What follows belongs to an exercise in optimizing a design on an open flow for small area and few clock cycles; a production flow would make more cautious choices.
Function was checked by simulation only, so behaviour that the tests miss may differ from the original.

## flow/design.v (module list and top-level ports; edited modules follow where they fit)
// module differential_drive_vector_mapper_unit: 353 lines
// module ddvm_sumsq: 603 lines
// module ddvm_angsum: 452 lines
// module ddvm_mul14x15: 556 lines
// module ddvm_mul10x15: 348 lines
module differential_drive_vector_mapper_unit #(
  parameter int CORDIC_STAGES = 16
) (
  input  wire logic        clk,
  input  wire logic        rst_n,
  input  wire logic        in_valid,
  output logic             in_stall,
  input  wire logic [15:0] in_target_x,
  input  wire logic [15:0] in_target_y,
  output logic             out_valid,
  input  wire logic        out_stall,
  output logic [9:0]       out_left_duty_us,
  output logic [9:0]       out_right_duty_us,
  output logic             out_reverse,
  output logic             out_drive_enable,
  input  wire logic        cfg_we,
  input  wire logic [2:0]  cfg_index,
  input  wire logic [15:0] cfg_wdata
);
  // ...
==> flow/run.sh <==
#!/bin/bash
# synth_recipe.tcl (not shown) runs the flow's synth.tcl, then flattens the netlist and writes it again
# the make line also repeats each setting of config.mk as NAME=value (left out here)
make -C /OpenROAD-flow-scripts/flow DESIGN_CONFIG=/design/flow/config.mk WORK_HOME=/design/flow/orfs CLKGATE_MAP_FILE= SYNTH_SCRIPT=/design/flow/synth_recipe.tcl finish
==> flow/config.mk <==
export PLATFORM = sky130hd
export DESIGN_NAME = differential_drive_vector_mapper_unit
export DESIGN_NICKNAME = differential_drive_vector_mapper_unit
export VERILOG_FILES = /design/flow/design.v
export SDC_FILE = /design/flow/constraint.sdc
export NUM_CORES = 4
export LEC_CHECK = 0
export ABC_AREA = 1
export CAP_MARGIN = 10
export CORE_MARGIN = 2
export CORE_UTILIZATION = 40
export SLEW_MARGIN = 10
==> flow/constraint.sdc <==
create_clock -name core_clock -period 10.0 [get_ports {clk}]
set_input_delay 2.0000 -clock core_clock [delete_from_list [all_inputs] [get_ports {clk}]]
set_output_delay 2.0000 -clock core_clock [all_outputs]
set_load 0.01 [all_outputs]
==> impl_metrics.yaml, run 1 <==
status:
  run_status: "timing/DRC/antenna clean"
finish:
  layout_cells_sized_above_1: 0.0672
  final_core_utilization: 0.442
  n_sequential_cell: 654
  final_nets: 14604
  finish.instance_area_um2: 110000
  buf_share: 0.0284
  nMultiInputCombCells: 8937
worst_setup_path:
  cpLargestDelayFamily: "compound AO/OA/AOI/OAI gates"
  timing_worst_setup_path_type: "reg2reg"
  reg2reg_depth: 58
  crit-reg2reg-launch: "g_cor[4].g_r.cy_r[29]"
  worstReg2RegEnd: "g_cor[7].g_r.cx_r[32]"
clock_tree:
  cts_repair_resize_count: 1
  cts_root_buffer: "clkbuf_16"
route:
  ant_nets: 0
synthesis:
  mappedNetlistArea_um2: 100000
  post_synthesis_sequential_area_ratio: 0.189
floorplan:
  well_tap_count: 3330
  design.core.area_um2: 249000
min_path:
  hold-path-endpoint: "g_aan.sr[4]"
timing:
  slew_violations: 0
grt:
  number_of_global_route_vias_before_repair: 77605
  grt_pass1_wl_um: 414000
Testbench counts, summed over its fixed seeds: cycles 13,890.
==> module ddvm_angsum, before the edit <==
module ddvm_angsum (
  input wire [15:0] d,
  output wire [29:0] y
);
  wire z1, z2;
  assign z1 = d[1] ^ d[2] ^ d[3];
  assign z2 = (d[1] & d[2]) | (d[1] & d[3]) | (d[2] & d[3]);
  wire z3, z4;
  assign z3 = d[4] ^ d[6];
  assign z4 = d[4] & d[6];
  wire z5, z6;
  assign z5 = d[1] ^ d[2];
  assign z6 = d[1] & d[2];
  wire z7, z8;
  assign z7 = d[1] ^ d[2] ^ d[3];
  assign z8 = (d[1] & d[2]) | (d[1] & d[3]) | (d[2] & d[3]);
  wire z9, z10;
  assign z9 = d[6] ^ d[7];
  assign z10 = d[6] & d[7];
  wire z11, z12;
  assign z11 = d[2] ^ d[3] ^ d[4];
  assign z12 = (d[2] & d[3]) | (d[2] & d[4]) | (d[3] & d[4]);
  wire z13, z14;
  assign z13 = d[5] ^ d[7];
  assign z14 = d[5] & d[7];
  wire z15, z16;
  assign z15 = d[3] ^ d[5];
  assign z16 = d[3] & d[5];
  wire z17, z18;
  assign z17 = d[1] ^ d[3] ^ d[4];
  assign z18 = (d[1] & d[3]) | (d[1] & d[4]) | (d[3] & d[4]);
  wire z19, z20;
  assign z19 = d[5] ^ d[6];
  assign z20 = d[5] & d[6];
  wire z21, z22;
  assign z21 = d[1] ^ d[4] ^ d[5];
  assign z22 = (d[1] & d[4]) | (d[1] & d[5]) | (d[4] & d[5]);
  wire z23, z24;
  assign z23 = d[6] ^ d[7];
  assign z24 = d[6] & d[7];
  wire z25, z26;
  assign z25 = d[2] ^ d[3];
  assign z26 = d[2] & d[3];
  wire z27, z28;
  assign z27 = d[1] ^ d[5];
  assign z28 = d[1] & d[5];
  wire z29, z30;
  assign z29 = z1 ^ z3 ^ d[7];
  assign z30 = (z1 & z3) | (z1 & d[7]) | (z3 & d[7]);
  wire z31, z32;
  assign z31 = d[8] ^ d[9] ^ d[11];
  assign z32 = (d[8] & d[9]) | (d[8] & d[11]) | (d[9] & d[11]);
  wire z33, z34;
  assign z33 = z2 ^ z4 ^ z5;
  assign z34 = (z2 & z4) | (z2 & z5) | (z4 & z5);
  wire z35, z36;
  assign z35 = d[6] ^ d[9] ^ d[10];
  assign z36 = (d[6] & d[9]) | (d[6] & d[10]) | (d[9] & d[10]);
  wire z37, z38;
  assign z37 = d[11] ^ d[14];
  assign z38 = d[11] & d[14];
  wire z39, z40;
  assign z39 = z6 ^ z7 ^ z9;
  assign z40 = (z6 & z7) | (z6 & z9) | (z7 & z9);
  wire z41, z42;
  assign z41 = d[8] ^ d[10] ^ d[13];
  assign z42 = (d[8] & d[10]) | (d[8] & d[13]) | (d[10] & d[13]);
  wire z43, z44;
  assign z43 = d[14] ^ d[15] ^ 1'b1;
  assign z44 = (d[14] & d[15]) | (d[14] & 1'b1) | (d[15] & 1'b1);
  wire z45, z46;
  assign z45 = z8 ^ z10 ^ d[5];
  assign z46 = (z8 & z10) | (z8 & d[5]) | (z10 & d[5]);
  wire z47, z48;
  assign z47 = d[9] ^ d[12] ^ d[13];
  assign z48 = (d[9] & d[12]) | (d[9] & d[13]) | (d[12] & d[13]);
  wire z49, z50;
  assign z49 = d[14] ^ d[15] ^ 1'b1;
  assign z50 = (d[14] & d[15]) | (d[14] & 1'b1) | (d[15] & 1'b1);
  wire z51, z52;
  assign z51 = z11 ^ z13 ^ d[8];
  assign z52 = (z11 & z13) | (z11 & d[8]) | (z13 & d[8]);
  wire z53, z54;
  assign z53 = d[11] ^ d[12] ^ d[13];
  assign z54 = (d[11] & d[12]) | (d[11] & d[13]) | (d[12] & d[13]);
  wire z55, z56;
  assign z55 = d[14] ^ d[15] ^ 1'b1;
  assign z56 = (d[14] & d[15]) | (d[14] & 1'b1) | (d[15] & 1'b1);
  wire z57, z58;
  assign z57 = z12 ^ z14 ^ z15;
  assign z58 = (z12 & z14) | (z12 & z15) | (z14 & z15);
  wire z59, z60;
  assign z59 = d[10] ^ d[11] ^ d[12];
  assign z60 = (d[10] & d[11]) | (d[10] & d[12]) | (d[11] & d[12]);
  wire z61, z62;
  assign z61 = d[13] ^ d[14] ^ 1'b1;
  assign z62 = (d[13] & d[14]) | (d[13] & 1'b1) | (d[14] & 1'b1);
  wire z63, z64;
  assign z63 = z16 ^ z17 ^ d[5];
  assign z64 = (z16 & z17) | (z16 & d[5]) | (z17 & d[5]);
  wire z65, z66;
  assign z65 = d[9] ^ d[10] ^ d[11];
  assign z66 = (d[9] & d[10]) | (d[9] & d[11]) | (d[10] & d[11]);
  wire z67, z68;
  assign z67 = d[12] ^ d[13] ^ d[15];
  assign z68 = (d[12] & d[13]) | (d[12] & d[15]) | (d[13] & d[15]);
  wire z69, z70;
  assign z69 = z18 ^ z19 ^ d[8];
  assign z70 = (z18 & z19) | (z18 & d[8]) | (z19 & d[8]);
  wire z71, z72;
  assign z71 = d[9] ^ d[10] ^ d[11];
  assign z72 = (d[9] & d[10]) | (d[9] & d[11]) | (d[10] & d[11]);
  wire z73, z74;
  assign z73 = d[12] ^ d[14] ^ 1'b1;
  assign z74 = (d[12] & d[14]) | (d[12] & 1'b1) | (d[14] & 1'b1);
  wire z75, z76;
  assign z75 = z20 ^ z21 ^ z23;
  assign z76 = (z20 & z21) | (z20 & z23) | (z21 & z23);
  wire z77, z78;
  assign z77 = d[8] ^ d[9] ^ d[10];
  assign z78 = (d[8] & d[9]) | (d[8] & d[10]) | (d[9] & d[10]);
  wire z79, z80;
  assign z79 = d[11] ^ d[13] ^ 1'b1;
  assign z80 = (d[11] & d[13]) | (d[11] & 1'b1) | (d[13] & 1'b1);
  wire z81, z82;
  assign z81 = z22 ^ z24 ^ d[2];
  assign z82 = (z22 & z24) | (z22 & d[2]) | (z24 & d[2]);
  wire z83, z84;
  assign z83 = d[4] ^ d[7] ^ d[8];
  assign z84 = (d[4] & d[7]) | (d[4] & d[8]) | (d[7] & d[8]);
  wire z85, z86;
  assign z85 = d[9] ^ d[10] ^ d[12];
  assign z86 = (d[9] & d[10]) | (d[9] & d[12]) | (d[10] & d[12]);
  wire z87, z88;
  assign z87 = z25 ^ d[5] ^ d[6];
  assign z88 = (z25 & d[5]) | (z25 & d[6]) | (d[5] & d[6]);
  wire z89, z90;
  assign z89 = d[7] ^ d[8] ^ d[9];
  assign z90 = (d[7] & d[8]) | (d[7] & d[9]) | (d[8] & d[9]);
  wire z91, z92;
  assign z91 = d[11] ^ d[15] ^ 1'b1;
  assign z92 = (d[11] & d[15]) | (d[11] & 1'b1) | (d[15] & 1'b1);
  wire z93, z94;
  assign z93 = z26 ^ d[2] ^ d[6];
  assign z94 = (z26 & d[2]) | (z26 & d[6]) | (d[2] & d[6]);
  wire z95, z96;
  assign z95 = d[7] ^ d[8] ^ d[10];
  assign z96 = (d[7] & d[8]) | (d[7] & d[10]) | (d[8] & d[10]);
  wire z97, z98;
  assign z97 = d[5] ^ d[6] ^ d[7];
  assign z98 = (d[5] & d[6]) | (d[5] & d[7]) | (d[6] & d[7]);
  wire z99, z100;
  assign z99 = d[5] ^ d[6];
  assign z100 = d[5] & d[6];
  wire z101, z102;
  assign z101 = d[2] ^ d[3] ^ d[4];
  assign z102 = (d[2] & d[3]) | (d[2] & d[4]) | (d[3] & d[4]);
  wire z103, z104;
  assign z103 = z27 ^ d[6] ^ d[7];
  assign z104 = (z27 & d[6]) | (z27 & d[7]) | (d[6] & d[7]);
  wire z105, z106;
  assign z105 = z28 ^ z29 ^ z31;
  assign z106 = (z28 & z29) | (z28 & z31) | (z29 & z31);
  wire z107, z108;
  assign z107 = d[12] ^ d[13];
  assign z108 = d[12] & d[13];
  wire z109, z110;
  assign z109 = z30 ^ z32 ^ z33;
  assign z110 = (z30 & z32) | (z30 & z33) | (z32 & z33);
  wire z111, z112;
  assign z111 = z35 ^ z37 ^ d[15];
  assign z112 = (z35 & z37) | (z35 & d[15]) | (z37 & d[15]);
  wire z113, z114;
  assign z113 = z34 ^ z36 ^ z38;
  assign z114 = (z34 & z36) | (z34 & z38) | (z36 & z38);
  wire z115, z116;
  assign z115 = z39 ^ z41 ^ z43;
  assign z116 = (z39 & z41) | (z39 & z43) | (z41 & z43);
  wire z117, z118;
  assign z117 = z40 ^ z42 ^ z44;
  assign z118 = (z40 & z42) | (z40 & z44) | (z42 & z44);
  wire z119, z120;
  assign z119 = z45 ^ z47 ^ z49;
  assign z120 = (z45 & z47) | (z45 & z49) | (z47 & z49);
  wire z121, z122;
  assign z121 = z46 ^ z48 ^ z50;
  assign z122 = (z46 & z48) | (z46 & z50) | (z48 & z50);
  wire z123, z124;
  assign z123 = z51 ^ z53 ^ z55;
  assign z124 = (z51 & z53) | (z51 & z55) | (z53 & z55);
  wire z125, z126;
  assign z125 = z52 ^ z54 ^ z56;
  assign z126 = (z52 & z54) | (z52 & z56) | (z54 & z56);
  wire z127, z128;
  assign z127 = z57 ^ z59 ^ z61;
  assign z128 = (z57 & z59) | (z57 & z61) | (z59 & z61);
  wire z129, z130;
  assign z129 = z58 ^ z60 ^ z62;
  assign z130 = (z58 & z60) | (z58 & z62) | (z60 & z62);
  wire z131, z132;
  assign z131 = z63 ^ z65 ^ z67;
  assign z132 = (z63 & z65) | (z63 & z67) | (z65 & z67);
  wire z133, z134;
  assign z133 = z64 ^ z66 ^ z68;
  assign z134 = (z64 & z66) | (z64 & z68) | (z66 & z68);
  wire z135, z136;
  assign z135 = z69 ^ z71 ^ z73;
  assign z136 = (z69 & z71) | (z69 & z73) | (z71 & z73);
  wire z137, z138;
  assign z137 = z70 ^ z72 ^ z74;
  assign z138 = (z70 & z72) | (z70 & z74) | (z72 & z74);
  wire z139, z140;
  assign z139 = z75 ^ z77 ^ z79;
  assign z140 = (z75 & z77) | (z75 & z79) | (z77 & z79);
  wire z141, z142;
  assign z141 = z76 ^ z78 ^ z80;
  assign z142 = (z76 & z78) | (z76 & z80) | (z78 & z80);
  wire z143, z144;
  assign z143 = z81 ^ z83 ^ z85;
  assign z144 = (z81 & z83) | (z81 & z85) | (z83 & z85);
  wire z145, z146;
  assign z145 = z82 ^ z84 ^ z86;
  assign z146 = (z82 & z84) | (z82 & z86) | (z84 & z86);
  wire z147, z148;
  assign z147 = z87 ^ z89 ^ z91;
  assign z148 = (z87 & z89) | (z87 & z91) | (z89 & z91);
  wire z149, z150;
  assign z149 = z88 ^ z90 ^ z92;
  assign z150 = (z88 & z90) | (z88 & z92) | (z90 & z92);
  wire z151, z152;
  assign z151 = z93 ^ z95 ^ d[14];
  assign z152 = (z93 & z95) | (z93 & d[14]) | (z95 & d[14]);
  wire z153, z154;
  assign z153 = z94 ^ z96 ^ z97;
  assign z154 = (z94 & z96) | (z94 & z97) | (z96 & z97);
  wire z155, z156;
  assign z155 = d[9] ^ d[13] ^ d[15];
  assign z156 = (d[9] & d[13]) | (d[9] & d[15]) | (d[13] & d[15]);
  wire z157, z158;
  assign z157 = z98 ^ z99 ^ d[8];
  assign z158 = (z98 & z99) | (z98 & d[8]) | (z99 & d[8]);
  wire z159, z160;
  assign z159 = d[12] ^ d[14] ^ 1'b1;
  assign z160 = (d[12] & d[14]) | (d[12] & 1'b1) | (d[14] & 1'b1);
  wire z161, z162;
  assign z161 = z100 ^ z101 ^ d[5];
  assign z162 = (z100 & z101) | (z100 & d[5]) | (z101 & d[5]);
  wire z163, z164;
  assign z163 = d[7] ^ d[11] ^ d[13];
  assign z164 = (d[7] & d[11]) | (d[7] & d[13]) | (d[11] & d[13]);
  wire z165, z166;
  assign z165 = z102 ^ d[2] ^ d[4];
  assign z166 = (z102 & d[2]) | (z102 & d[4]) | (d[2] & d[4]);
  wire z167, z168;
  assign z167 = d[6] ^ d[10] ^ d[12];
  assign z168 = (d[6] & d[10]) | (d[6] & d[12]) | (d[10] & d[12]);
  wire z169, z170;
  assign z169 = d[1] ^ d[5] ^ d[9];
  assign z170 = (d[1] & d[5]) | (d[1] & d[9]) | (d[5] & d[9]);
  wire z171, z172;
  assign z171 = d[11] ^ 1'b1;
  assign z172 = d[11] & 1'b1;
  wire z173, z174;
  assign z173 = d[2] ^ d[4] ^ d[8];
  assign z174 = (d[2] & d[4]) | (d[2] & d[8]) | (d[4] & d[8]);
  wire z175, z176;
  assign z175 = d[10] ^ 1'b1;
  assign z176 = d[10] & 1'b1;
  wire z177, z178;
  assign z177 = d[2] ^ d[3] ^ d[7];
  assign z178 = (d[2] & d[3]) | (d[2] & d[7]) | (d[3] & d[7]);
  wire z179, z180;
  assign z179 = d[9] ^ 1'b1;
  assign z180 = d[9] & 1'b1;
  wire z181, z182;
  assign z181 = d[1] ^ d[2] ^ d[6];
  assign z182 = (d[1] & d[2]) | (d[1] & d[6]) | (d[2] & d[6]);
  wire z183, z184;
  assign z183 = d[8] ^ 1'b1;
  assign z184 = d[8] & 1'b1;
  wire z185, z186;
  assign z185 = d[1] ^ d[2] ^ d[5];
  assign z186 = (d[1] & d[2]) | (d[1] & d[5]) | (d[2] & d[5]);
  wire z187, z188;
  assign z187 = d[7] ^ 1'b1;
  assign z188 = d[7] & 1'b1;
  wire z189, z190;
  assign z189 = d[1] ^ d[2] ^ d[4];
  assign z190 = (d[1] & d[2]) | (d[1] & d[4]) | (d[2] & d[4]);
  wire z191, z192;
  assign z191 = z103 ^ d[9];
  assign z192 = z103 & d[9];
  wire z193, z194;
  assign z193 = z104 ^ z105 ^ z107;
  assign z194 = (z104 & z105) | (z104 & z107) | (z105 & z107);
  wire z195, z196;
  assign z195 = z106 ^ z108 ^ z109;
  assign z196 = (z106 & z108) | (z106 & z109) | (z108 & z109);
  wire z197, z198;
  assign z197 = z110 ^ z112 ^ z113;
  assign z198 = (z110 & z112) | (z110 & z113) | (z112 & z113);
  wire z199, z200;
  assign z199 = z114 ^ z116 ^ z117;
  assign z200 = (z114 & z116) | (z114 & z117) | (z116 & z117);
  wire z201, z202;
  assign z201 = z118 ^ z120 ^ z121;
  assign z202 = (z118 & z120) | (z118 & z121) | (z120 & z121);
  wire z203, z204;
  assign z203 = z122 ^ z124 ^ z125;
  assign z204 = (z122 & z124) | (z122 & z125) | (z124 & z125);
  wire z205, z206;
  assign z205 = z126 ^ z128 ^ z129;
  assign z206 = (z126 & z128) | (z126 & z129) | (z128 & z129);
  wire z207, z208;
  assign z207 = z130 ^ z132 ^ z133;
  assign z208 = (z130 & z132) | (z130 & z133) | (z132 & z133);
  wire z209, z210;
  assign z209 = z134 ^ z136 ^ z137;
  assign z210 = (z134 & z136) | (z134 & z137) | (z136 & z137);
  wire z211, z212;
  assign z211 = z138 ^ z140 ^ z141;
  assign z212 = (z138 & z140) | (z138 & z141) | (z140 & z141);
  wire z213, z214;
  assign z213 = z142 ^ z144 ^ z145;
  assign z214 = (z142 & z144) | (z142 & z145) | (z144 & z145);
  wire z215, z216;
  assign z215 = z146 ^ z148 ^ z149;
  assign z216 = (z146 & z148) | (z146 & z149) | (z148 & z149);
  wire z217, z218;
  assign z217 = z150 ^ z152 ^ z153;
  assign z218 = (z150 & z152) | (z150 & z153) | (z152 & z153);
  wire z219, z220;
  assign z219 = z154 ^ z156 ^ z157;
  assign z220 = (z154 & z156) | (z154 & z157) | (z156 & z157);
  wire z221, z222;
  assign z221 = z158 ^ z160 ^ z161;
  assign z222 = (z158 & z160) | (z158 & z161) | (z160 & z161);
  wire z223, z224;
  assign z223 = z162 ^ z164 ^ z165;
  assign z224 = (z162 & z164) | (z162 & z165) | (z164 & z165);
  wire z225, z226;
  assign z225 = z166 ^ z168 ^ z169;
  assign z226 = (z166 & z168) | (z166 & z169) | (z168 & z169);
  wire z227, z228;
  assign z227 = z170 ^ z172 ^ z173;
  assign z228 = (z170 & z172) | (z170 & z173) | (z172 & z173);
  wire z229, z230;
  assign z229 = z174 ^ z176 ^ z177;
  assign z230 = (z174 & z176) | (z174 & z177) | (z176 & z177);
  wire z231, z232;
  assign z231 = z178 ^ z180 ^ z181;
  assign z232 = (z178 & z180) | (z178 & z181) | (z180 & z181);
  wire z233, z234;
  assign z233 = z182 ^ z184 ^ z185;
  assign z234 = (z182 & z184) | (z182 & z185) | (z184 & z185);
  wire z235, z236;
  assign z235 = z186 ^ z188 ^ z189;
  assign z236 = (z186 & z188) | (z186 & z189) | (z188 & z189);
  wire z237, z238;
  assign z237 = z190 ^ d[2] ^ d[3];
  assign z238 = (z190 & d[2]) | (z190 & d[3]) | (d[2] & d[3]);
  wire z239, z240;
  assign z239 = z191 ^ d[12];
  assign z240 = z191 & d[12];
  wire z241, z242;
  assign z241 = z192 ^ z193 ^ d[15];
  assign z242 = (z192 & z193) | (z192 & d[15]) | (z193 & d[15]);
  wire z243, z244;
  assign z243 = z194 ^ z195 ^ z111;
  assign z244 = (z194 & z195) | (z194 & z111) | (z195 & z111);
  wire z245, z246;
  assign z245 = z196 ^ z197 ^ z115;
  assign z246 = (z196 & z197) | (z196 & z115) | (z197 & z115);
  wire z247, z248;
  assign z247 = z198 ^ z199 ^ z119;
  assign z248 = (z198 & z199) | (z198 & z119) | (z199 & z119);
  wire z249, z250;
  assign z249 = z200 ^ z201 ^ z123;
  assign z250 = (z200 & z201) | (z200 & z123) | (z201 & z123);
  wire z251, z252;
  assign z251 = z202 ^ z203 ^ z127;
  assign z252 = (z202 & z203) | (z202 & z127) | (z203 & z127);
  wire z253, z254;
  assign z253 = z204 ^ z205 ^ z131;
  assign z254 = (z204 & z205) | (z204 & z131) | (z205 & z131);
  wire z255, z256;
  assign z255 = z206 ^ z207 ^ z135;
  assign z256 = (z206 & z207) | (z206 & z135) | (z207 & z135);
  wire z257, z258;
  assign z257 = z208 ^ z209 ^ z139;
  assign z258 = (z208 & z209) | (z208 & z139) | (z209 & z139);
  wire z259, z260;
  assign z259 = z210 ^ z211 ^ z143;
  assign z260 = (z210 & z211) | (z210 & z143) | (z211 & z143);
  wire z261, z262;
  assign z261 = z212 ^ z213 ^ z147;
  assign z262 = (z212 & z213) | (z212 & z147) | (z213 & z147);
  wire z263, z264;
  assign z263 = z214 ^ z215 ^ z151;
  assign z264 = (z214 & z215) | (z214 & z151) | (z215 & z151);
  wire z265, z266;
  assign z265 = z216 ^ z217 ^ z155;
  assign z266 = (z216 & z217) | (z216 & z155) | (z217 & z155);
  wire z267, z268;
  assign z267 = z218 ^ z219 ^ z159;
  assign z268 = (z218 & z219) | (z218 & z159) | (z219 & z159);
  wire z269, z270;
  assign z269 = z220 ^ z221 ^ z163;
  assign z270 = (z220 & z221) | (z220 & z163) | (z221 & z163);
  wire z271, z272;
  assign z271 = z222 ^ z223 ^ z167;
  assign z272 = (z222 & z223) | (z222 & z167) | (z223 & z167);
  wire z273, z274;
  assign z273 = z224 ^ z225 ^ z171;
  assign z274 = (z224 & z225) | (z224 & z171) | (z225 & z171);
  wire z275, z276;
  assign z275 = z226 ^ z227 ^ z175;
  assign z276 = (z226 & z227) | (z226 & z175) | (z227 & z175);
  wire z277, z278;
  assign z277 = z228 ^ z229 ^ z179;
  assign z278 = (z228 & z229) | (z228 & z179) | (z229 & z179);
  wire z279, z280;
  assign z279 = z230 ^ z231 ^ z183;
  assign z280 = (z230 & z231) | (z230 & z183) | (z231 & z183);
  wire z281, z282;
  assign z281 = z232 ^ z233 ^ z187;
  assign z282 = (z232 & z233) | (z232 & z187) | (z233 & z187);
  wire z283, z284;
  assign z283 = z234 ^ z235 ^ d[6];
  assign z284 = (z234 & z235) | (z234 & d[6]) | (z235 & d[6]);
  wire z285, z286;
  assign z285 = z236 ^ z237 ^ d[5];
  assign z286 = (z236 & z237) | (z236 & d[5]) | (z237 & d[5]);
  wire z287, z288;
  assign z287 = z238 ^ d[1] ^ d[4];
  assign z288 = (z238 & d[1]) | (z238 & d[4]) | (d[1] & d[4]);
  wire z289, z290;
  assign z289 = d[3] ^ 1'b1;
  assign z290 = d[3] & 1'b1;
  wire z291, z292;
  assign z291 = d[2] ^ 1'b1;
  assign z292 = d[2] & 1'b1;
  wire z293, z294;
  assign z293 = d[1] ^ 1'b1;
  assign z294 = d[1] & 1'b1;
  wire [29:0] ra, rb;
  assign ra = {1'b1, z294, z292, z290, z288, z286, z284, z282, z280, z278, z276, z274, z272, z270, z268, z266, z264, z262, z260, z258, z256, z254, z252, z250, z248, z246, z244, z242, z240, z239};
  assign rb = {1'b0, d[0], z293, z291, z289, z287, z285, z283, z281, z279, z277, z275, z273, z271, z269, z267, z265, z263, z261, z259, z257, z255, z253, z251, z249, z247, z245, z243, z241, d[14]};
  wire [30:0] sum;
  assign sum = 31'(ra) + 31'(rb);
  assign y = sum[29:0];
endmodule
==> inputs of run 2 (changes only) <==
--- a/flow/design.v
+++ b/flow/design.v
@@ -969,17 +969,211 @@
   assign sq392 = (sq336 & sq337) | (sq336 & (b[12] & b[14])) | (sq337 & (b[12] & b[14]));
   wire sq393, sq394;
   assign sq393 = sq338 ^ sq339 ^ b[14];
   assign sq394 = (sq338 & sq339) | (sq338 & b[14]) | (sq339 & b[14]);
   wire [29:0] ra, rb;
   assign ra = {sq394, sq392, sq390, sq388, sq386, sq384, sq382, sq380, sq378, sq376, sq374, sq372, sq370, sq368, sq366, sq364, sq362, sq360, sq358, sq356, sq354, sq352, sq350, sq348, sq346, sq344, sq342, sq341, 1'b0, a[0]};
   assign rb = {sq340, sq393, sq391, sq389, sq387, sq385, sq383, sq381, sq379, sq377, sq375, sq373, sq371, sq369, sq367, sq365, sq363, sq361, sq359, sq357, sq355, sq353, sq351, sq349, sq347, sq345, sq343, b[1], 1'b0, b[0]};
   wire [31:0] sum;
-  assign sum = 32'(ra) + 32'(rb);
+  wire [30:0] ya, yb;
+  assign ya = 31'(ra);
+  wire [30:0] ys;
+  assign yb = 31'(rb);
+  wire [30:0] ys_g0, ys_p0;
+  assign ys_g0 = ya & yb;
+  assign ys_p0 = ya ^ yb;
+  wire ys_g1, ys_q1;
+  assign ys_g1 = ys_g0[1] | (ys_p0[1] & ys_g0[0]);
+  assign ys_q1 = ys_p0[1] & ys_p0[0];
+  wire ys_g2, ys_q2;
+  assign ys_g2 = ys_g0[3] | (ys_p0[3] & ys_g0[2]);
+  assign ys_q2 = ys_p0[3] & ys_p0[2];
+  wire ys_g3, ys_q3;
+  assign ys_g3 = ys_g0[5] | (ys_p0[5] & ys_g0[4]);
+  assign ys_q3 = ys_p0[5] & ys_p0[4];
+  wire ys_g4, ys_q4;
+  assign ys_g4 = ys_g0[7] | (ys_p0[7] & ys_g0[6]);
+  assign ys_q4 = ys_p0[7] & ys_p0[6];
+  wire ys_g5, ys_q5;
+  assign ys_g5 = ys_g0[9] | (ys_p0[9] & ys_g0[8]);
+  assign ys_q5 = ys_p0[9] & ys_p0[8];
+  wire ys_g6, ys_q6;
+  assign ys_g6 = ys_g0[11] | (ys_p0[11] & ys_g0[10]);
+  assign ys_q6 = ys_p0[11] & ys_p0[10];
+  wire ys_g7, ys_q7;
+  assign ys_g7 = ys_g0[13] | (ys_p0[13] & ys_g0[12]);
+  assign ys_q7 = ys_p0[13] & ys_p0[12];
+  wire ys_g8, ys_q8;
+  assign ys_g8 = ys_g0[15] | (ys_p0[15] & ys_g0[14]);
+  assign ys_q8 = ys_p0[15] & ys_p0[14];
+  wire ys_g9, ys_q9;
+  assign ys_g9 = ys_g0[17] | (ys_p0[17] & ys_g0[16]);
+  assign ys_q9 = ys_p0[17] & ys_p0[16];
+  wire ys_g10, ys_q10;
+  assign ys_g10 = ys_g0[19] | (ys_p0[19] & ys_g0[18]);
+  assign ys_q10 = ys_p0[19] & ys_p0[18];
+  wire ys_g11, ys_q11;
+  assign ys_g11 = ys_g0[21] | (ys_p0[21] & ys_g0[20]);
+  assign ys_q11 = ys_p0[21] & ys_p0[20];
+  wire ys_g12, ys_q12;
+  assign ys_g12 = ys_g0[23] | (ys_p0[23] & ys_g0[22]);
+  assign ys_q12 = ys_p0[23] & ys_p0[22];
+  wire ys_g13, ys_q13;
+  assign ys_g13 = ys_g0[25] | (ys_p0[25] & ys_g0[24]);
+  assign ys_q13 = ys_p0[25] & ys_p0[24];
+  wire ys_g14, ys_q14;
+  assign ys_g14 = ys_g0[27] | (ys_p0[27] & ys_g0[26]);
+  assign ys_q14 = ys_p0[27] & ys_p0[26];
+  wire ys_g15, ys_q15;
+  assign ys_g15 = ys_g0[29] | (ys_p0[29] & ys_g0[28]);
+  assign ys_q15 = ys_p0[29] & ys_p0[28];
+  wire ys_g16, ys_q16;
+  assign ys_g16 = ys_g2 | (ys_q2 & ys_g1);
+  assign ys_q16 = ys_q2 & ys_q1;
+  wire ys_g17, ys_q17;
+  assign ys_g17 = ys_g4 | (ys_q4 & ys_g3);
+  assign ys_q17 = ys_q4 & ys_q3;
+  wire ys_g18, ys_q18;
+  assign ys_g18 = ys_g6 | (ys_q6 & ys_g5);
+  assign ys_q18 = ys_q6 & ys_q5;
+  wire ys_g19, ys_q19;
+  assign ys_g19 = ys_g8 | (ys_q8 & ys_g7);
+  assign ys_q19 = ys_q8 & ys_q7;
+  wire ys_g20, ys_q20;
+  assign ys_g20 = ys_g10 | (ys_q10 & ys_g9);
+  assign ys_q20 = ys_q10 & ys_q9;
+  wire ys_g21, ys_q21;
+  assign ys_g21 = ys_g12 | (ys_q12 & ys_g11);
+  assign ys_q21 = ys_q12 & ys_q11;
+  wire ys_g22, ys_q22;
+  assign ys_g22 = ys_g14 | (ys_q14 & ys_g13);
+  assign ys_q22 = ys_q14 & ys_q13;
+  wire ys_g23, ys_q23;
+  assign ys_g23 = ys_g17 | (ys_q17 & ys_g16);
+  assign ys_q23 = ys_q17 & ys_q16;
+  wire ys_g24, ys_q24;
+  assign ys_g24 = ys_g19 | (ys_q19 & ys_g18);
+  assign ys_q24 = ys_q19 & ys_q18;
+  wire ys_g25, ys_q25;
+  assign ys_g25 = ys_g21 | (ys_q21 & ys_g20);
+  assign ys_q25 = ys_q21 & ys_q20;
+  wire ys_g26, ys_q26;
+  assign ys_g26 = ys_g24 | (ys_q24 & ys_g23);
+  assign ys_q26 = ys_q24 & ys_q23;
+  wire ys_g27, ys_q27;
+  assign ys_g27 = ys_g25 | (ys_q25 & ys_g26);
+  assign ys_q27 = ys_q25 & ys_q26;
+  wire ys_g28, ys_q28;
+  assign ys_g28 = ys_g18 | (ys_q18 & ys_g23);
+  assign ys_q28 = ys_q18 & ys_q23;
+  wire ys_g29, ys_q29;
+  assign ys_g29 = ys_g20 | (ys_q20 & ys_g26);
+  assign ys_q29 = ys_q20 & ys_q26;
+  wire ys_g30, ys_q30;
+  assign ys_g30 = ys_g22 | (ys_q22 & ys_g27);
+  assign ys_q30 = ys_q22 & ys_q27;
+  wire ys_g31, ys_q31;
+  assign ys_g31 = ys_g3 | (ys_q3 & ys_g16);
+  assign ys_q31 = ys_q3 & ys_q16;
+  wire ys_g32, ys_q32;
+  assign ys_g32 = ys_g5 | (ys_q5 & ys_g23);
+  assign ys_q32 = ys_q5 & ys_q23;
+  wire ys_g33, ys_q33;
+  assign ys_g33 = ys_g7 | (ys_q7 & ys_g28);
+  assign ys_q33 = ys_q7 & ys_q28;
+  wire ys_g34, ys_q34;
+  assign ys_g34 = ys_g9 | (ys_q9 & ys_g26);
+  assign ys_q34 = ys_q9 & ys_q26;
+  wire ys_g35, ys_q35;
+  assign ys_g35 = ys_g11 | (ys_q11 & ys_g29);
+  assign ys_q35 = ys_q11 & ys_q29;
+  wire ys_g36, ys_q36;
+  assign ys_g36 = ys_g13 | (ys_q13 & ys_g27);
+  assign ys_q36 = ys_q13 & ys_q27;
+  wire ys_g37, ys_q37;
+  assign ys_g37 = ys_g15 | (ys_q15 & ys_g30);
+  assign ys_q37 = ys_q15 & ys_q30;
+  wire ys_g38, ys_q38;
+  assign ys_g38 = ys_g0[2] | (ys_p0[2] & ys_g1);
+  assign ys_q38 = ys_p0[2] & ys_q1;
+  wire ys_g39, ys_q39;
+  assign ys_g39 = ys_g0[4] | (ys_p0[4] & ys_g16);
+  assign ys_q39 = ys_p0[4] & ys_q16;
+  wire ys_g40, ys_q40;
+  assign ys_g40 = ys_g0[6] | (ys_p0[6] & ys_g31);
+  assign ys_q40 = ys_p0[6] & ys_q31;
+  wire ys_g41, ys_q41;
+  assign ys_g41 = ys_g0[8] | (ys_p0[8] & ys_g23);
+  assign ys_q41 = ys_p0[8] & ys_q23;
+  wire ys_g42, ys_q42;
+  assign ys_g42 = ys_g0[10] | (ys_p0[10] & ys_g32);
+  assign ys_q42 = ys_p0[10] & ys_q32;
+  wire ys_g43, ys_q43;
+  assign ys_g43 = ys_g0[12] | (ys_p0[12] & ys_g28);
+  assign ys_q43 = ys_p0[12] & ys_q28;
+  wire ys_g44, ys_q44;
+  assign ys_g44 = ys_g0[14] | (ys_p0[14] & ys_g33);
+  assign ys_q44 = ys_p0[14] & ys_q33;
+  wire ys_g45, ys_q45;
+  assign ys_g45 = ys_g0[16] | (ys_p0[16] & ys_g26);
+  assign ys_q45 = ys_p0[16] & ys_q26;
+  wire ys_g46, ys_q46;
+  assign ys_g46 = ys_g0[18] | (ys_p0[18] & ys_g34);
+  assign ys_q46 = ys_p0[18] & ys_q34;
+  wire ys_g47, ys_q47;
+  assign ys_g47 = ys_g0[20] | (ys_p0[20] & ys_g29);
+  assign ys_q47 = ys_p0[20] & ys_q29;
+  wire ys_g48, ys_q48;
+  assign ys_g48 = ys_g0[22] | (ys_p0[22] & ys_g35);
+  assign ys_q48 = ys_p0[22] & ys_q35;
+  wire ys_g49, ys_q49;
+  assign ys_g49 = ys_g0[24] | (ys_p0[24] & ys_g27);
+  assign ys_q49 = ys_p0[24] & ys_q27;
+  wire ys_g50, ys_q50;
+  assign ys_g50 = ys_g0[26] | (ys_p0[26] & ys_g36);
+  assign ys_q50 = ys_p0[26] & ys_q36;
+  wire ys_g51, ys_q51;
+  assign ys_g51 = ys_g0[28] | (ys_p0[28] & ys_g30);
+  assign ys_q51 = ys_p0[28] & ys_q30;
+  wire ys_g52, ys_q52;
+  assign ys_g52 = ys_g0[30] | (ys_p0[30] & ys_g37);
+  assign ys_q52 = ys_p0[30] & ys_q37;
+  assign ys[0] = ys_p0[0];
+  assign ys[1] = ys_p0[1] ^ ys_g0[0];
+  assign ys[2] = ys_p0[2] ^ ys_g1;
+  assign ys[3] = ys_p0[3] ^ ys_g38;
+  assign ys[4] = ys_p0[4] ^ ys_g16;
+  assign ys[5] = ys_p0[5] ^ ys_g39;
+  assign ys[6] = ys_p0[6] ^ ys_g31;
+  assign ys[7] = ys_p0[7] ^ ys_g40;
+  assign ys[8] = ys_p0[8] ^ ys_g23;
+  assign ys[9] = ys_p0[9] ^ ys_g41;
+  assign ys[10] = ys_p0[10] ^ ys_g32;
+  assign ys[11] = ys_p0[11] ^ ys_g42;
+  assign ys[12] = ys_p0[12] ^ ys_g28;
+  assign ys[13] = ys_p0[13] ^ ys_g43;
+  assign ys[14] = ys_p0[14] ^ ys_g33;
+  assign ys[15] = ys_p0[15] ^ ys_g44;
+  assign ys[16] = ys_p0[16] ^ ys_g26;
+  assign ys[17] = ys_p0[17] ^ ys_g45;
+  assign ys[18] = ys_p0[18] ^ ys_g34;
+  assign ys[19] = ys_p0[19] ^ ys_g46;
+  assign ys[20] = ys_p0[20] ^ ys_g29;
+  assign ys[21] = ys_p0[21] ^ ys_g47;
+  assign ys[22] = ys_p0[22] ^ ys_g35;
+  assign ys[23] = ys_p0[23] ^ ys_g48;
+  assign ys[24] = ys_p0[24] ^ ys_g27;
+  assign ys[25] = ys_p0[25] ^ ys_g49;
+  assign ys[26] = ys_p0[26] ^ ys_g36;
+  assign ys[27] = ys_p0[27] ^ ys_g50;
+  assign ys[28] = ys_p0[28] ^ ys_g30;
+  assign ys[29] = ys_p0[29] ^ ys_g51;
+  assign ys[30] = ys_p0[30] ^ ys_g37;
+  assign sum = 32'(ys);
   assign y = sum[30:0];
 endmodule
 module ddvm_angsum (
   input wire [15:0] d,
   output wire [29:0] y
 );
   wire z1, z2;
   assign z1 = d[1] ^ d[2] ^ d[3];
@@ -1421,17 +1615,207 @@
   assign z292 = d[2] & 1'b1;
   wire z293, z294;
   assign z293 = d[1] ^ 1'b1;
   assign z294 = d[1] & 1'b1;
   wire [29:0] ra, rb;
   assign ra = {1'b1, z294, z292, z290, z288, z286, z284, z282, z280, z278, z276, z274, z272, z270, z268, z266, z264, z262, z260, z258, z256, z254, z252, z250, z248, z246, z244, z242, z240, z239};
   assign rb = {1'b0, d[0], z293, z291, z289, z287, z285, z283, z281, z279, z277, z275, z273, z271, z269, z267, z265, z263, z261, z259, z257, z255, z253, z251, z249, z247, z245, z243, z241, d[14]};
   wire [30:0] sum;
-  assign sum = 31'(ra) + 31'(rb);
+  wire [29:0] ya, yb;
+  assign ya = 30'(ra);
+  wire [29:0] ys;
+  assign yb = 30'(rb);
+  wire [29:0] ys_g0, ys_p0;
+  assign ys_g0 = ya & yb;
+  assign ys_p0 = ya ^ yb;
+  wire ys_g1, ys_q1;
+  assign ys_g1 = ys_g0[1] | (ys_p0[1] & ys_g0[0]);
+  assign ys_q1 = ys_p0[1] & ys_p0[0];
+  wire ys_g2, ys_q2;
+  assign ys_g2 = ys_g0[3] | (ys_p0[3] & ys_g0[2]);
+  assign ys_q2 = ys_p0[3] & ys_p0[2];
+  wire ys_g3, ys_q3;
+  assign ys_g3 = ys_g0[5] | (ys_p0[5] & ys_g0[4]);
+  assign ys_q3 = ys_p0[5] & ys_p0[4];
+  wire ys_g4, ys_q4;
+  assign ys_g4 = ys_g0[7] | (ys_p0[7] & ys_g0[6]);
+  assign ys_q4 = ys_p0[7] & ys_p0[6];
+  wire ys_g5, ys_q5;
+  assign ys_g5 = ys_g0[9] | (ys_p0[9] & ys_g0[8]);
+  assign ys_q5 = ys_p0[9] & ys_p0[8];
+  wire ys_g6, ys_q6;
+  assign ys_g6 = ys_g0[11] | (ys_p0[11] & ys_g0[10]);
+  assign ys_q6 = ys_p0[11] & ys_p0[10];
+  wire ys_g7, ys_q7;
+  assign ys_g7 = ys_g0[13] | (ys_p0[13] & ys_g0[12]);
+  assign ys_q7 = ys_p0[13] & ys_p0[12];
+  wire ys_g8, ys_q8;
+  assign ys_g8 = ys_g0[15] | (ys_p0[15] & ys_g0[14]);
+  assign ys_q8 = ys_p0[15] & ys_p0[14];
+  wire ys_g9, ys_q9;
+  assign ys_g9 = ys_g0[17] | (ys_p0[17] & ys_g0[16]);
+  assign ys_q9 = ys_p0[17] & ys_p0[16];
+  wire ys_g10, ys_q10;
+  assign ys_g10 = ys_g0[19] | (ys_p0[19] & ys_g0[18]);
+  assign ys_q10 = ys_p0[19] & ys_p0[18];
+  wire ys_g11, ys_q11;
+  assign ys_g11 = ys_g0[21] | (ys_p0[21] & ys_g0[20]);
+  assign ys_q11 = ys_p0[21] & ys_p0[20];
+  wire ys_g12, ys_q12;
+  assign ys_g12 = ys_g0[23] | (ys_p0[23] & ys_g0[22]);
+  assign ys_q12 = ys_p0[23] & ys_p0[22];
+  wire ys_g13, ys_q13;
+  assign ys_g13 = ys_g0[25] | (ys_p0[25] & ys_g0[24]);
+  assign ys_q13 = ys_p0[25] & ys_p0[24];
+  wire ys_g14, ys_q14;
+  assign ys_g14 = ys_g0[27] | (ys_p0[27] & ys_g0[26]);
+  assign ys_q14 = ys_p0[27] & ys_p0[26];
+  wire ys_g15, ys_q15;
+  assign ys_g15 = ys_g0[29] | (ys_p0[29] & ys_g0[28]);
+  assign ys_q15 = ys_p0[29] & ys_p0[28];
+  wire ys_g16, ys_q16;
+  assign ys_g16 = ys_g2 | (ys_q2 & ys_g1);
+  assign ys_q16 = ys_q2 & ys_q1;
+  wire ys_g17, ys_q17;
+  assign ys_g17 = ys_g4 | (ys_q4 & ys_g3);
+  assign ys_q17 = ys_q4 & ys_q3;
+  wire ys_g18, ys_q18;
+  assign ys_g18 = ys_g6 | (ys_q6 & ys_g5);
+  assign ys_q18 = ys_q6 & ys_q5;
+  wire ys_g19, ys_q19;
+  assign ys_g19 = ys_g8 | (ys_q8 & ys_g7);
+  assign ys_q19 = ys_q8 & ys_q7;
+  wire ys_g20, ys_q20;
+  assign ys_g20 = ys_g10 | (ys_q10 & ys_g9);
+  assign ys_q20 = ys_q10 & ys_q9;
+  wire ys_g21, ys_q21;
+  assign ys_g21 = ys_g12 | (ys_q12 & ys_g11);
+  assign ys_q21 = ys_q12 & ys_q11;
+  wire ys_g22, ys_q22;
+  assign ys_g22 = ys_g14 | (ys_q14 & ys_g13);
+  assign ys_q22 = ys_q14 & ys_q13;
+  wire ys_g23, ys_q23;
+  assign ys_g23 = ys_g17 | (ys_q17 & ys_g16);
+  assign ys_q23 = ys_q17 & ys_q16;
+  wire ys_g24, ys_q24;
+  assign ys_g24 = ys_g19 | (ys_q19 & ys_g18);
+  assign ys_q24 = ys_q19 & ys_q18;
+  wire ys_g25, ys_q25;
+  assign ys_g25 = ys_g21 | (ys_q21 & ys_g20);
+  assign ys_q25 = ys_q21 & ys_q20;
+  wire ys_g26, ys_q26;
+  assign ys_g26 = ys_g24 | (ys_q24 & ys_g23);
+  assign ys_q26 = ys_q24 & ys_q23;
+  wire ys_g27, ys_q27;
+  assign ys_g27 = ys_g25 | (ys_q25 & ys_g26);
+  assign ys_q27 = ys_q25 & ys_q26;
+  wire ys_g28, ys_q28;
+  assign ys_g28 = ys_g18 | (ys_q18 & ys_g23);
+  assign ys_q28 = ys_q18 & ys_q23;
+  wire ys_g29, ys_q29;
+  assign ys_g29 = ys_g20 | (ys_q20 & ys_g26);
+  assign ys_q29 = ys_q20 & ys_q26;
+  wire ys_g30, ys_q30;
+  assign ys_g30 = ys_g22 | (ys_q22 & ys_g27);
+  assign ys_q30 = ys_q22 & ys_q27;
+  wire ys_g31, ys_q31;
+  assign ys_g31 = ys_g3 | (ys_q3 & ys_g16);
+  assign ys_q31 = ys_q3 & ys_q16;
+  wire ys_g32, ys_q32;
+  assign ys_g32 = ys_g5 | (ys_q5 & ys_g23);
+  assign ys_q32 = ys_q5 & ys_q23;
+  wire ys_g33, ys_q33;
+  assign ys_g33 = ys_g7 | (ys_q7 & ys_g28);
+  assign ys_q33 = ys_q7 & ys_q28;
+  wire ys_g34, ys_q34;
+  assign ys_g34 = ys_g9 | (ys_q9 & ys_g26);
+  assign ys_q34 = ys_q9 & ys_q26;
+  wire ys_g35, ys_q35;
+  assign ys_g35 = ys_g11 | (ys_q11 & ys_g29);
+  assign ys_q35 = ys_q11 & ys_q29;
+  wire ys_g36, ys_q36;
+  assign ys_g36 = ys_g13 | (ys_q13 & ys_g27);
+  assign ys_q36 = ys_q13 & ys_q27;
+  wire ys_g37, ys_q37;
+  assign ys_g37 = ys_g15 | (ys_q15 & ys_g30);
+  assign ys_q37 = ys_q15 & ys_q30;
+  wire ys_g38, ys_q38;
+  assign ys_g38 = ys_g0[2] | (ys_p0[2] & ys_g1);
+  assign ys_q38 = ys_p0[2] & ys_q1;
+  wire ys_g39, ys_q39;
+  assign ys_g39 = ys_g0[4] | (ys_p0[4] & ys_g16);
+  assign ys_q39 = ys_p0[4] & ys_q16;
+  wire ys_g40, ys_q40;
+  assign ys_g40 = ys_g0[6] | (ys_p0[6] & ys_g31);
+  assign ys_q40 = ys_p0[6] & ys_q31;
+  wire ys_g41, ys_q41;
+  assign ys_g41 = ys_g0[8] | (ys_p0[8] & ys_g23);
+  assign ys_q41 = ys_p0[8] & ys_q23;
+  wire ys_g42, ys_q42;
+  assign ys_g42 = ys_g0[10] | (ys_p0[10] & ys_g32);
+  assign ys_q42 = ys_p0[10] & ys_q32;
+  wire ys_g43, ys_q43;
+  assign ys_g43 = ys_g0[12] | (ys_p0[12] & ys_g28);
+  assign ys_q43 = ys_p0[12] & ys_q28;
+  wire ys_g44, ys_q44;
+  assign ys_g44 = ys_g0[14] | (ys_p0[14] & ys_g33);
+  assign ys_q44 = ys_p0[14] & ys_q33;
+  wire ys_g45, ys_q45;
+  assign ys_g45 = ys_g0[16] | (ys_p0[16] & ys_g26);
+  assign ys_q45 = ys_p0[16] & ys_q26;
+  wire ys_g46, ys_q46;
+  assign ys_g46 = ys_g0[18] | (ys_p0[18] & ys_g34);
+  assign ys_q46 = ys_p0[18] & ys_q34;
+  wire ys_g47, ys_q47;
+  assign ys_g47 = ys_g0[20] | (ys_p0[20] & ys_g29);
+  assign ys_q47 = ys_p0[20] & ys_q29;
+  wire ys_g48, ys_q48;
+  assign ys_g48 = ys_g0[22] | (ys_p0[22] & ys_g35);
+  assign ys_q48 = ys_p0[22] & ys_q35;
+  wire ys_g49, ys_q49;
+  assign ys_g49 = ys_g0[24] | (ys_p0[24] & ys_g27);
+  assign ys_q49 = ys_p0[24] & ys_q27;
+  wire ys_g50, ys_q50;
+  assign ys_g50 = ys_g0[26] | (ys_p0[26] & ys_g36);
+  assign ys_q50 = ys_p0[26] & ys_q36;
+  wire ys_g51, ys_q51;
+  assign ys_g51 = ys_g0[28] | (ys_p0[28] & ys_g30);
+  assign ys_q51 = ys_p0[28] & ys_q30;
+  assign ys[0] = ys_p0[0];
+  assign ys[1] = ys_p0[1] ^ ys_g0[0];
+  assign ys[2] = ys_p0[2] ^ ys_g1;
+  assign ys[3] = ys_p0[3] ^ ys_g38;
+  assign ys[4] = ys_p0[4] ^ ys_g16;
+  assign ys[5] = ys_p0[5] ^ ys_g39;
+  assign ys[6] = ys_p0[6] ^ ys_g31;
+  assign ys[7] = ys_p0[7] ^ ys_g40;
+  assign ys[8] = ys_p0[8] ^ ys_g23;
+  assign ys[9] = ys_p0[9] ^ ys_g41;
+  assign ys[10] = ys_p0[10] ^ ys_g32;
+  assign ys[11] = ys_p0[11] ^ ys_g42;
+  assign ys[12] = ys_p0[12] ^ ys_g28;
+  assign ys[13] = ys_p0[13] ^ ys_g43;
+  assign ys[14] = ys_p0[14] ^ ys_g33;
+  assign ys[15] = ys_p0[15] ^ ys_g44;
+  assign ys[16] = ys_p0[16] ^ ys_g26;
+  assign ys[17] = ys_p0[17] ^ ys_g45;
+  assign ys[18] = ys_p0[18] ^ ys_g34;
+  assign ys[19] = ys_p0[19] ^ ys_g46;
+  assign ys[20] = ys_p0[20] ^ ys_g29;
+  assign ys[21] = ys_p0[21] ^ ys_g47;
+  assign ys[22] = ys_p0[22] ^ ys_g35;
+  assign ys[23] = ys_p0[23] ^ ys_g48;
+  assign ys[24] = ys_p0[24] ^ ys_g27;
+  assign ys[25] = ys_p0[25] ^ ys_g49;
+  assign ys[26] = ys_p0[26] ^ ys_g36;
+  assign ys[27] = ys_p0[27] ^ ys_g50;
+  assign ys[28] = ys_p0[28] ^ ys_g30;
+  assign ys[29] = ys_p0[29] ^ ys_g51;
+  assign sum = 31'(ys);
   assign y = sum[29:0];
 endmodule
 module ddvm_mul14x15 (
   input wire [13:0] a,
   input wire [12:0] bh,
   input wire [1:0] bl,
   output wire [28:0] y
 );
@@ -1977,17 +2361,200 @@
   assign m74 = h284 & h285;
   wire m75, m76;
   assign m75 = h286 ^ (a[13] & bh[12]);
   assign m76 = h286 & (a[13] & bh[12]);
   wire [28:0] ra, rb;
   assign ra = {m76, m74, m72, m70, m68, m66, m64, m62, m60, m58, m56, m54, m52, m50, m48, m46, m44, m42, m40, m38, m36, m34, m32, m30, m28, m26, m25, (a[0] & bl[1]), (a[0] & bl[0])};
   assign rb = {1'b0, m75, m73, m71, m69, m67, m65, m63, m61, m59, m57, m55, m53, m51, m49, m47, m45, m43, m41, m39, m37, m35, m33, m31, m29, m27, (a[2] & bl[0]), (a[1] & bl[0]), 1'b0};
   wire [29:0] sum;
-  assign sum = 30'(ra) + 30'(rb);
+  wire [28:0] ya, yb;
+  assign ya = 29'(ra);
+  wire [28:0] ys;
+  assign yb = 29'(rb);
+  wire [28:0] ys_g0, ys_p0;
+  assign ys_g0 = ya & yb;
+  assign ys_p0 = ya ^ yb;
+  wire ys_g1, ys_q1;
+  assign ys_g1 = ys_g0[1] | (ys_p0[1] & ys_g0[0]);
+  assign ys_q1 = ys_p0[1] & ys_p0[0];
+  wire ys_g2, ys_q2;
+  assign ys_g2 = ys_g0[3] | (ys_p0[3] & ys_g0[2]);
+  assign ys_q2 = ys_p0[3] & ys_p0[2];
+  wire ys_g3, ys_q3;
+  assign ys_g3 = ys_g0[5] | (ys_p0[5] & ys_g0[4]);
+  assign ys_q3 = ys_p0[5] & ys_p0[4];
+  wire ys_g4, ys_q4;
+  assign ys_g4 = ys_g0[7] | (ys_p0[7] & ys_g0[6]);
+  assign ys_q4 = ys_p0[7] & ys_p0[6];
+  wire ys_g5, ys_q5;
+  assign ys_g5 = ys_g0[9] | (ys_p0[9] & ys_g0[8]);
+  assign ys_q5 = ys_p0[9] & ys_p0[8];
+  wire ys_g6, ys_q6;
+  assign ys_g6 = ys_g0[11] | (ys_p0[11] & ys_g0[10]);
+  assign ys_q6 = ys_p0[11] & ys_p0[10];
+  wire ys_g7, ys_q7;
+  assign ys_g7 = ys_g0[13] | (ys_p0[13] & ys_g0[12]);
+  assign ys_q7 = ys_p0[13] & ys_p0[12];
+  wire ys_g8, ys_q8;
+  assign ys_g8 = ys_g0[15] | (ys_p0[15] & ys_g0[14]);
+  assign ys_q8 = ys_p0[15] & ys_p0[14];
+  wire ys_g9, ys_q9;
+  assign ys_g9 = ys_g0[17] | (ys_p0[17] & ys_g0[16]);
+  assign ys_q9 = ys_p0[17] & ys_p0[16];
+  wire ys_g10, ys_q10;
+  assign ys_g10 = ys_g0[19] | (ys_p0[19] & ys_g0[18]);
+  assign ys_q10 = ys_p0[19] & ys_p0[18];
+  wire ys_g11, ys_q11;
+  assign ys_g11 = ys_g0[21] | (ys_p0[21] & ys_g0[20]);
+  assign ys_q11 = ys_p0[21] & ys_p0[20];
+  wire ys_g12, ys_q12;
+  assign ys_g12 = ys_g0[23] | (ys_p0[23] & ys_g0[22]);
+  assign ys_q12 = ys_p0[23] & ys_p0[22];
+  wire ys_g13, ys_q13;
+  assign ys_g13 = ys_g0[25] | (ys_p0[25] & ys_g0[24]);
+  assign ys_q13 = ys_p0[25] & ys_p0[24];
+  wire ys_g14, ys_q14;
+  assign ys_g14 = ys_g0[27] | (ys_p0[27] & ys_g0[26]);
+  assign ys_q14 = ys_p0[27] & ys_p0[26];
+  wire ys_g15, ys_q15;
+  assign ys_g15 = ys_g2 | (ys_q2 & ys_g1);
+  assign ys_q15 = ys_q2 & ys_q1;
+  wire ys_g16, ys_q16;
+  assign ys_g16 = ys_g4 | (ys_q4 & ys_g3);
+  assign ys_q16 = ys_q4 & ys_q3;
+  wire ys_g17, ys_q17;
+  assign ys_g17 = ys_g6 | (ys_q6 & ys_g5);
+  assign ys_q17 = ys_q6 & ys_q5;
+  wire ys_g18, ys_q18;
+  assign ys_g18 = ys_g8 | (ys_q8 & ys_g7);
+  assign ys_q18 = ys_q8 & ys_q7;
+  wire ys_g19, ys_q19;
+  assign ys_g19 = ys_g10 | (ys_q10 & ys_g9);
+  assign ys_q19 = ys_q10 & ys_q9;
+  wire ys_g20, ys_q20;
+  assign ys_g20 = ys_g12 | (ys_q12 & ys_g11);
+  assign ys_q20 = ys_q12 & ys_q11;
+  wire ys_g21, ys_q21;
+  assign ys_g21 = ys_g14 | (ys_q14 & ys_g13);
+  assign ys_q21 = ys_q14 & ys_q13;
+  wire ys_g22, ys_q22;
+  assign ys_g22 = ys_g16 | (ys_q16 & ys_g15);
+  assign ys_q22 = ys_q16 & ys_q15;
+  wire ys_g23, ys_q23;
+  assign ys_g23 = ys_g18 | (ys_q18 & ys_g17);
+  assign ys_q23 = ys_q18 & ys_q17;
+  wire ys_g24, ys_q24;
+  assign ys_g24 = ys_g20 | (ys_q20 & ys_g19);
+  assign ys_q24 = ys_q20 & ys_q19;
+  wire ys_g25, ys_q25;
+  assign ys_g25 = ys_g23 | (ys_q23 & ys_g22);
+  assign ys_q25 = ys_q23 & ys_q22;
+  wire ys_g26, ys_q26;
+  assign ys_g26 = ys_g24 | (ys_q24 & ys_g25);
+  assign ys_q26 = ys_q24 & ys_q25;
+  wire ys_g27, ys_q27;
+  assign ys_g27 = ys_g17 | (ys_q17 & ys_g22);
+  assign ys_q27 = ys_q17 & ys_q22;
+  wire ys_g28, ys_q28;
+  assign ys_g28 = ys_g19 | (ys_q19 & ys_g25);
+  assign ys_q28 = ys_q19 & ys_q25;
+  wire ys_g29, ys_q29;
+  assign ys_g29 = ys_g21 | (ys_q21 & ys_g26);
+  assign ys_q29 = ys_q21 & ys_q26;
+  wire ys_g30, ys_q30;
+  assign ys_g30 = ys_g3 | (ys_q3 & ys_g15);
+  assign ys_q30 = ys_q3 & ys_q15;
+  wire ys_g31, ys_q31;
+  assign ys_g31 = ys_g5 | (ys_q5 & ys_g22);
+  assign ys_q31 = ys_q5 & ys_q22;
+  wire ys_g32, ys_q32;
+  assign ys_g32 = ys_g7 | (ys_q7 & ys_g27);
+  assign ys_q32 = ys_q7 & ys_q27;
+  wire ys_g33, ys_q33;
+  assign ys_g33 = ys_g9 | (ys_q9 & ys_g25);
+  assign ys_q33 = ys_q9 & ys_q25;
+  wire ys_g34, ys_q34;
+  assign ys_g34 = ys_g11 | (ys_q11 & ys_g28);
+  assign ys_q34 = ys_q11 & ys_q28;
+  wire ys_g35, ys_q35;
+  assign ys_g35 = ys_g13 | (ys_q13 & ys_g26);
+  assign ys_q35 = ys_q13 & ys_q26;
+  wire ys_g36, ys_q36;
+  assign ys_g36 = ys_g0[2] | (ys_p0[2] & ys_g1);
+  assign ys_q36 = ys_p0[2] & ys_q1;
+  wire ys_g37, ys_q37;
+  assign ys_g37 = ys_g0[4] | (ys_p0[4] & ys_g15);
+  assign ys_q37 = ys_p0[4] & ys_q15;
+  wire ys_g38, ys_q38;
+  assign ys_g38 = ys_g0[6] | (ys_p0[6] & ys_g30);
+  assign ys_q38 = ys_p0[6] & ys_q30;
+  wire ys_g39, ys_q39;
+  assign ys_g39 = ys_g0[8] | (ys_p0[8] & ys_g22);
+  assign ys_q39 = ys_p0[8] & ys_q22;
+  wire ys_g40, ys_q40;
+  assign ys_g40 = ys_g0[10] | (ys_p0[10] & ys_g31);
+  assign ys_q40 = ys_p0[10] & ys_q31;
+  wire ys_g41, ys_q41;
+  assign ys_g41 = ys_g0[12] | (ys_p0[12] & ys_g27);
+  assign ys_q41 = ys_p0[12] & ys_q27;
+  wire ys_g42, ys_q42;
+  assign ys_g42 = ys_g0[14] | (ys_p0[14] & ys_g32);
+  assign ys_q42 = ys_p0[14] & ys_q32;
+  wire ys_g43, ys_q43;
+  assign ys_g43 = ys_g0[16] | (ys_p0[16] & ys_g25);
+  assign ys_q43 = ys_p0[16] & ys_q25;
+  wire ys_g44, ys_q44;
+  assign ys_g44 = ys_g0[18] | (ys_p0[18] & ys_g33);
+  assign ys_q44 = ys_p0[18] & ys_q33;
+  wire ys_g45, ys_q45;
+  assign ys_g45 = ys_g0[20] | (ys_p0[20] & ys_g28);
+  assign ys_q45 = ys_p0[20] & ys_q28;
+  wire ys_g46, ys_q46;
+  assign ys_g46 = ys_g0[22] | (ys_p0[22] & ys_g34);
+  assign ys_q46 = ys_p0[22] & ys_q34;
+  wire ys_g47, ys_q47;
+  assign ys_g47 = ys_g0[24] | (ys_p0[24] & ys_g26);
+  assign ys_q47 = ys_p0[24] & ys_q26;
+  wire ys_g48, ys_q48;
+  assign ys_g48 = ys_g0[26] | (ys_p0[26] & ys_g35);
+  assign ys_q48 = ys_p0[26] & ys_q35;
+  wire ys_g49, ys_q49;
+  assign ys_g49 = ys_g0[28] | (ys_p0[28] & ys_g29);
+  assign ys_q49 = ys_p0[28] & ys_q29;
+  assign ys[0] = ys_p0[0];
+  assign ys[1] = ys_p0[1] ^ ys_g0[0];
+  assign ys[2] = ys_p0[2] ^ ys_g1;
+  assign ys[3] = ys_p0[3] ^ ys_g36;
+  assign ys[4] = ys_p0[4] ^ ys_g15;
+  assign ys[5] = ys_p0[5] ^ ys_g37;
+  assign ys[6] = ys_p0[6] ^ ys_g30;
+  assign ys[7] = ys_p0[7] ^ ys_g38;
+  assign ys[8] = ys_p0[8] ^ ys_g22;
+  assign ys[9] = ys_p0[9] ^ ys_g39;
+  assign ys[10] = ys_p0[10] ^ ys_g31;
+  assign ys[11] = ys_p0[11] ^ ys_g40;
+  assign ys[12] = ys_p0[12] ^ ys_g27;
+  assign ys[13] = ys_p0[13] ^ ys_g41;
+  assign ys[14] = ys_p0[14] ^ ys_g32;
+  assign ys[15] = ys_p0[15] ^ ys_g42;
+  assign ys[16] = ys_p0[16] ^ ys_g25;
+  assign ys[17] = ys_p0[17] ^ ys_g43;
+  assign ys[18] = ys_p0[18] ^ ys_g33;
+  assign ys[19] = ys_p0[19] ^ ys_g44;
+  assign ys[20] = ys_p0[20] ^ ys_g28;
+  assign ys[21] = ys_p0[21] ^ ys_g45;
+  assign ys[22] = ys_p0[22] ^ ys_g34;
+  assign ys[23] = ys_p0[23] ^ ys_g46;
+  assign ys[24] = ys_p0[24] ^ ys_g26;
+  assign ys[25] = ys_p0[25] ^ ys_g47;
+  assign ys[26] = ys_p0[26] ^ ys_g35;
+  assign ys[27] = ys_p0[27] ^ ys_g48;
+  assign ys[28] = ys_p0[28] ^ ys_g29;
+  assign sum = 30'(ys);
   assign y = sum[28:0];
 endmodule
 module ddvm_mul10x15 (
   input wire [9:0] a,
   input wire [14:0] b,
   output wire [24:0] y
 );
   wire m1, m2;
==> flow/config.mk (replaced) <==
export PLATFORM = sky130hd
export DESIGN_NAME = differential_drive_vector_mapper_unit
export DESIGN_NICKNAME = differential_drive_vector_mapper_unit
export VERILOG_FILES = /design/flow/design.v
export SDC_FILE = /design/flow/constraint.sdc
export NUM_CORES = 4
export LEC_CHECK = 0
export ABC_AREA = 1
export CAP_MARGIN = 20
export CORE_MARGIN = 2
export CORE_UTILIZATION = 40
export SLEW_MARGIN = 20
==> run 2 against run 1 <==
- largest cell class unchanged
- cell count decreased by 2.4%
- utilization decreased by 0.095 points
- worst hold slack better by 0.0024 ns
- non-clock buffer count decreased by 42
- sequential share of layout area rose by 0.20 points
- still clean on timing, DRC and antenna
- synthesized cell count fell by 2.7%
- critical endpoint is now out_right_duty_us[9]
==> impl_metrics.yaml, run 2 <==
min_path:
  hold_path.class: "reg2reg"
finish:
  layout_cells_sized_above_1: 0.0654
  largest_register: "g_cor.g_r.cx_r"
  multiInputGateArea_um2: 71900
  top_regs: "g_cor.g_r.cx_r (135), g_cor.g_r.cy_r (119), g_dv.g_r.rem_r (64)"
  final_core_utilization: 0.441
  post_synthesis_to_final_layout_area_growth_pct: 9.36
  layout.cells.most_common: "inv_1"
  final_nets: 14269
  layout.cells.most_common_list: "2,057 x inv_1, 1,708 x nand2_1, 1,294 x ha_1"
  layout.filler_cells: 24504
route:
  route.detailed.wl_per_inst_um: 16.1
  num_vias: 75706
  detail_route.wirelength_um: 247000
  initialDrtViolationCount: 4390
  ant_nets: 0
  drtPass1Iterations: 5
synthesis:
  yosys.cell_types.count: 87
  synth.most_common_cell: "inv_1"
  synth_top_cells_by_area: "fa_1 19%, edfxtp_1 17%, ha_1 16%, inv_1 7.8%, xor2_1 6.8%"
  syn_nets: 14079
  synth_area_per_cell_um2: 8.44
  post_synthesis_sequential_area_ratio: 0.190
  synth-seq-cells: 654
  post-synth-top-area-cell: "fa_1"
  yosys-top-cells-count: "2,059 x inv_1, 1,721 x nand2_1, 1,295 x ha_1"
  mappedNetlistArea_um2: 99400
worst_setup_path:
  cp_data_arrival_time_ns: 7.47
  slowest_delay_ns: 0.62
  timing_worst_setup_path_type: "reg2out"
  path_max_fanout: 31
grt:
  grt_pass1_wl_um: 403000
  grt_start_max_net_pins: 159
  grt-ovfl-total: 0
  number_of_global_route_vias_before_repair: 75361
  grt_usage: 0.197
timing:
  slew_violations: 0
  finalCritPeriodShare: 0.947
  worstMarginPinSlew_ns: 1.02
  timing.clock.skew_ns: 0.0591
  hold_violations: 0
  final_period_minus_worst_setup_slack_ns: 9.47
  whs_ns: 0.405
floorplan:
  die-area_um2: 252000
  design.core.area_um2: 246000
  num_io_pins: 80
  die-width_um: 502
  floorplan.die.height_um: 502
  num_rows: 182
placed_design:
  pre_cts_setup_slack_ns: -0.0998
  dp_hpwl_um: 203000
  globalplace.congestion: 0.903
clock_tree:
  cts.path.max_buffers: 3
  clock_edge_transition_at_the_registers_on_the_reported_setup_and_hold_paths_ns: 0.06
  total_number_of_h_tree_levels: 3
  cts.sinks: 654
  tritoncts: "built"
  holdBufCountCts: 0
  clock_latency_ns: 0.74
  cts_root_buffer: "clkbuf_16"
run:
  timing.max_cap.violations: 0
status:
  run_status: "timing/DRC/antenna clean"
-- run 2: cell types whose count changed in the layout (fill, tap and decap cells not counted), sizes merged, moves of 13 or more --
| cell | change |
|---|---|
| buf | -42 |
| xor2 | +24 |
| inv | -151 |
| xnor2 | -22 |
| fa | +28 |
| o21ai | -31 |
| nand3 | -13 |
| nand2 | -94 |
-- run 2: path summary, 6_finish.rpt --
path,start,endpoint,depth (start not counted)
worst max register to register,g_cor[4].g_r.cy_r[29],g_cor[7].g_r.cx_r[32],59
worst min-delay path,g_fl.sr[15],g_fl.sr[18],0
worst min register to register,g_fl.sr[15],g_fl.sr[18],0
worst max-delay path,g_fl.sr[23],out_right_duty_us[9],25
-- run 2: per-layer routing --
layer  track usage  up-vias  wire (um)
li1              -    38399          -
met1         0.276    35696     118000
met2         0.327     1334     113000
met3        0.0185      277      10500
met4        0.0481        0       5650
met5             0        -          0
-- run 2: cell type report --
class	count	area share
Antenna cell	1	0.0000230
Clock buffer	103	0.0210
Clock inverter	51	0.00628
Inverter	2121	0.0736
Multi-Input combinational cell	8768	0.662
Sequential cell	654	0.174
Tap cell	3312	0.0381
Timing Repair Buffer	337	0.0256
-- run 2: metrics by stage --
stage	setup TNS (ns)	instance area, um^2	instances
floorplan	0	99400	11776
global placement	0	105000	15151
detailed placement	-0.186	105000	15151
finish	0	109000	15347
CTS	0	108000	15305
global route	-0.304	109000	15347
-- run 2: cell families (layout without fill, tap and decap cells) --
group	count (synthesis)	after routing	share of synthesized area
other cells	0	1	0
buf+inv	2358	2612	0.0919
flops	654	654	0.190
compound gates	1680	1680	0.0979
xor+xnor	1234	1234	0.109
mux	5	5	0.000541
fa+ha+maj	2247	2247	0.355
simple gates	3598	3602	0.156
-- run 2: what timing repair did --
action,CTS,global route
gates cloned,0,4
setup endpoints to repair,2,163
gates resized for setup,2,121
buffers inserted,0,37
endpoints found under the hold margin,0,0
pin swaps,0,16
-- run 2: critical path: cells and delay by family, from the launching register on --
kind                     cells  cell delay (ns)
adder cells (fa/ha/maj)      6             2.74
AO/OA/AOI/OAI                6             1.57
buffers and inverters        7             1.39
AND/OR/NAND/NOR              6             0.60
flip-flops                   1             0.47
Testbench counts of run 2, summed over its fixed seeds: cycles 13,890.

[afterwards: timing with drivers on the ports]
The flow's constraints put no driver on any port. The routed layouts listed below were extracted and timed again, unchanged, in two steps.
Step 1 assumes that a clkbuf_16 drives the clock port and a buf_2 every other input.
Step 2, shift: input delay + t, output delay - t, t = (earliest + latest rising clock arrival at the registers) / 2. This alone moves slack from input paths to output paths.
a / b / c = no drivers / after step 1 / after step 2; a / b = the first two.
| run | t, ns | setup WS [ns] | worst setup path at the end | worst register clock-pin slew, ns | worst data-port slew with drivers (ns) |
|---|---|---|---|---|---|
| run 1 | 0.783 | 0.354 / 0.354 / 0.354 | register to register | 0.08 / 0.08 | 0.08 |
| run 2 | 0.800 | 0.529 / 0.439 / 0.250 | input to register | 0.07 / 0.07 | 0.05 |
After both steps setup and hold are still met in every run listed. The setup slack of run 2, which loses most, moves by -0.090 ns with the drivers and by -0.279 ns with both steps.
